Background: an optimization exercise with open tools, aiming at small area, a short achievable clock period and few clock cycles. Do not read the settings as production practice. In this exercise RTL edits were held to simulation tests only and were not proved equivalent to the original. Power and IR drop assume default switching activity.

Design mips_top, start of the top module:
module mips_top (
   input  logic       clk,
   input  logic       rst,
   output isa_pkg::word_t      inst_addr_o,
   input  isa_pkg::word_t      inst_data_i,
   output logic       data_en_o,
   output logic [3:0] data_wen_o,
   output isa_pkg::word_t      data_addr_o,
   output isa_pkg::word_t      data_wdata_o,
   input  isa_pkg::word_t      data_rdata_i,
   input  logic       psel_i,
   input  logic       penable_i,
   input  logic       pwrite_i,
   input  logic [7:0] paddr_i,
   input  isa_pkg::word_t      pwdata_i,
   output isa_pkg::word_t      prdata_o,
   output logic       pready_o,
   output logic       pslverr_o
);
Size: roughly 1,400 flip-flops.
==> flow/config.mk <==
export PLATFORM = sky130hd
export DESIGN_NAME = mips_top
export DESIGN_NICKNAME = mips_top
export VERILOG_FILES = /design/flow/design.v
export SDC_FILE = /design/flow/constraint.sdc
export NUM_CORES = 4
export LEC_CHECK = 0
export ABC_CLOCK_PERIOD_IN_PS = 1000
export CAP_MARGIN = 20
export CORE_MARGIN = 2
export CORE_UTILIZATION = 55
export SETUP_SLACK_MARGIN = 2.6
export SLEW_MARGIN = 20
export BUFFER_PORTS_ARGS = -buffer_cell sky130_fd_sc_hd__buf_2
==> flow/constraint.sdc <==
create_clock -name core_clock -period 5.5 [get_ports {clk}]
set_input_delay 1.1000 -clock core_clock [delete_from_list [all_inputs] [get_ports {clk}]]
set_output_delay 1.1000 -clock core_clock [all_outputs]
set_load 0.01 [all_outputs]
standard.sh (not shown) runs the stock make flow with config.mk's settings and CLKGATE_MAP_FILE= SYNTH_SCRIPT=/design/flow/synth_recipe.tcl, a recipe that flattens the netlist after the stock synthesis.
==> flow/flow/run.sh <==
#!/bin/bash
# The standard layout, with the port buffers made of buf_2 cells
# instead of the default delay buffers.
set -e
echo 'export BUFFER_PORTS_ARGS = -buffer_cell sky130_fd_sc_hd__buf_2' >> config.mk
bash standard.sh > standard.log 2>&1
Testbench counts at the start, summed over its fixed seeds: cycles 6,806.
==> next run, changes <==
Settings changed: SETUP_SLACK_MARGIN 2.6 to 3.0.
Sequential power barely changes; area after synthesis stays the same; setup slack improved by 0.10 ns; cell count climbs by a few percent.
==> next run, changes <==
==> flow/run.sh (new file) <==
#!/bin/bash
# synth_recipe.tcl (not shown) runs the flow's synth.tcl, then flattens the netlist and writes it again
# the make line also repeats each setting of config.mk as NAME=value (left out here)
make -C /OpenROAD-flow-scripts/flow DESIGN_CONFIG=/design/flow/config.mk WORK_HOME=/design/flow/orfs CLKGATE_MAP_FILE= SYNTH_SCRIPT=/design/flow/synth_recipe.tcl finish
Settings changed: BUFFER_PORTS_ARGS -buffer_cell sky130_fd_sc_hd__buf_2 to default, CORE_UTILIZATION 55 to 70, SETUP_SLACK_MARGIN 3.0 to 2.6.
removed: flow/flow/run.sh
removed: flow/standard.sh
Effect:
- The new run ran to the end with no violations
- power decreases by a few percent
- setup slack is worse by 0.25 ns
- die area decreases by about a fifth
- sequential share of layout area increases by 3.2 points
- critical path depth increases by 4
- via count decreases slightly
- routed wire length decreases by roughly a tenth
- core utilization increases by 14 points
- sequential power hardly moves
- register-to-register slack is worse by 0.42 ns
- non-clock buffer count decreases by 246

* * *

== run 1 ==
Starting RTL as in the previous note.
==> flow/design.v (excerpt) <==
module mips_top (
   input  logic       clk,
   input  logic       rst,
   output isa_pkg::word_t      inst_addr_o,
   input  isa_pkg::word_t      inst_data_i,
   output logic       data_en_o,
   output logic [3:0] data_wen_o,
   output isa_pkg::word_t      data_addr_o,
   output isa_pkg::word_t      data_wdata_o,
   input  isa_pkg::word_t      data_rdata_i,
   input  logic       psel_i,
   input  logic       penable_i,
   input  logic       pwrite_i,
   input  logic [7:0] paddr_i,
   input  isa_pkg::word_t      pwdata_i,
   output isa_pkg::word_t      prdata_o,
   output logic       pready_o,
   output logic       pslverr_o
);
==> flow/config.mk <==
export PLATFORM = sky130hd
export DESIGN_NAME = mips_top
export DESIGN_NICKNAME = mips_top
export VERILOG_FILES = /design/flow/design.v
export SDC_FILE = /design/flow/constraint.sdc
export NUM_CORES = 4
export LEC_CHECK = 0
export ABC_CLOCK_PERIOD_IN_PS = 1000
export CAP_MARGIN = 20
export CORE_MARGIN = 2
export CORE_UTILIZATION = 50
export SETUP_SLACK_MARGIN = 2.6
export SLEW_MARGIN = 20
export BUFFER_PORTS_ARGS = -buffer_cell sky130_fd_sc_hd__buf_2
==> flow/constraint.sdc <==
create_clock -name core_clock -period 5.5 [get_ports {clk}]
set_input_delay 1.1000 -clock core_clock [delete_from_list [all_inputs] [get_ports {clk}]]
set_output_delay 1.1000 -clock core_clock [all_outputs]
set_load 0.01 [all_outputs]
==> flow/flow/run.sh <==
#!/bin/bash
# The standard layout, with the port buffers made of buf_2 cells
# instead of the default delay buffers.
set -e
echo 'export BUFFER_PORTS_ARGS = -buffer_cell sky130_fd_sc_hd__buf_2' >> config.mk
bash standard.sh > standard.log 2>&1
Testbench counts of run 1, summed over its fixed seeds: cycles 6,806.
> inputs changed (run 1 -> run 2)
- a change of CORE_UTILIZATION from 50 to 55
- a change of SETUP_SLACK_MARGIN from 2.6 to 2.8
==> comparison <==
| power of the combinational group | run 2 vs run 1 | about 4.3% higher |. Of run 1 and run 2, the higher share of cells above drive strength 1 belongs to run 2. nor2_1 as the slowest cell on the critical path was reported by run 1, and dfxtp_4 by run 2. The total power after layout of run 2 and that of run 1 are within noise of each other. Worst hold slack of run 2 is on par with run 1. Core footprint of run 2 falls short of that of run 1 by a little under 10%. Run 1 → run 2: sequential fraction of design power ~0 delta, count of inserted tapcells -137.
Changes in run 3 relative to run 2:
- CORE_UTILIZATION now 62, was 55
- SETUP_SLACK_MARGIN now 2.6, was 2.8
[summary]
In the reports for run 2 and run 3, the smaller placed cell area belongs to run 3. Re routed wire length: run 2 and run 3 aren't equal, and the lower value belongs to run 3. Looking at beginning of the critical path, the u_pipe_core.m_c16 result is from run 2; the u_pipe_core.sel_a[1] one comes from run 3. Run 3 vs run 2: routed length on met2 down by a few percent. From run 2 to run 3 the numbers moved as follows: number of cell instances on the worst register-to-register path higher, via total after detailed routing lower, design area lower, slack of the critical path lower, detailed-routing iteration count for the pre-antenna-repair pass higher. For run 2, the cell at the slowest stage of the critical path was dfxtp_4, unlike run 3, where it was dfxtp_2.
The inputs of run 4 differ from those of run 3 as listed below.
- changing CORE_UTILIZATION from 62 to 55
- changing SETUP_SLACK_MARGIN from 2.6 to 2.7
Findings:
Run 4 finished end to end and its layout was clean on timing, DRC and antenna. Delta (run 4 minus run 3): wire length picked up an extra 5.6%, wire length the detailed router placed on met1 now sits higher. Relative to run 3, logic depth of the worst path, buffers included has decreased by 6 in run 4. Comparing cell count for run 3 and run 4, the smaller number came from run 3. Run 4 ended up with mux2_2 as its cell at the slowest stage of the critical path; run 3 ended up with dfxtp_2. Reported clock group power on run 4 is behind run 3. Relative area change from synthesis to final layout (higher): run 4. [compare] base=run 3 new=run 4: minimum clock period after layout has decreased, routed length on met3 has decreased, global router's overall resource usage has decreased.

## afterwards: timing with drivers on the ports
How much do the figures lean on ideal ports? The routed layouts below were timed once more, with nothing changed but the port constraints.
Step 1 sets driving cells, clkbuf_16 on the clock port and buf_2 on the other inputs (assumed; they add their load-dependent delay and slew).
Step 2 also shifts input and output timing later by t, the mid clock arrival at the registers, as if the neighbouring blocks saw the same clock.
Slacks: ideal / step 1 / step 2; pairs: ideal / step 1.
| run | t (ns) | setup slack, ns | worst hold slack (ns) | latest minus earliest clock arrival (ns) |
|---|---|---|---|---|
| the first run of note 1 | 0.846 | 2.563 / 2.558 / 2.110 | 0.326 / 0.326 / 0.326 | 0.031 / 0.032 |
| the second run of note 1 | 0.849 | 2.667 / 2.592 / 2.263 | 0.325 / 0.325 / 0.325 | 0.044 / 0.043 |
| the third run of note 1 | 0.837 | 2.417 / 2.417 / 1.951 | 0.331 / 0.331 / 0.331 | 0.034 / 0.035 |
| run 1 | 0.879 | 2.468 / 2.468 / 1.849 | 0.327 / 0.327 / 0.327 | 0.034 / 0.034 |
| run 2 | 0.857 | 2.652 / 2.572 / 1.958 | 0.324 / 0.324 / 0.324 | 0.034 / 0.033 |
| run 3 | 0.842 | 2.457 / 2.457 / 1.839 | 0.324 / 0.324 / 0.324 | 0.042 / 0.042 |
| run 4 | 0.849 | 2.598 / 2.525 / 1.974 | 0.326 / 0.326 / 0.326 | 0.047 / 0.047 |
After both steps every run listed still meets setup and hold. The setup slack of run 2, which loses most, moves by -0.080 ns with the drivers and by -0.694 ns with both steps.
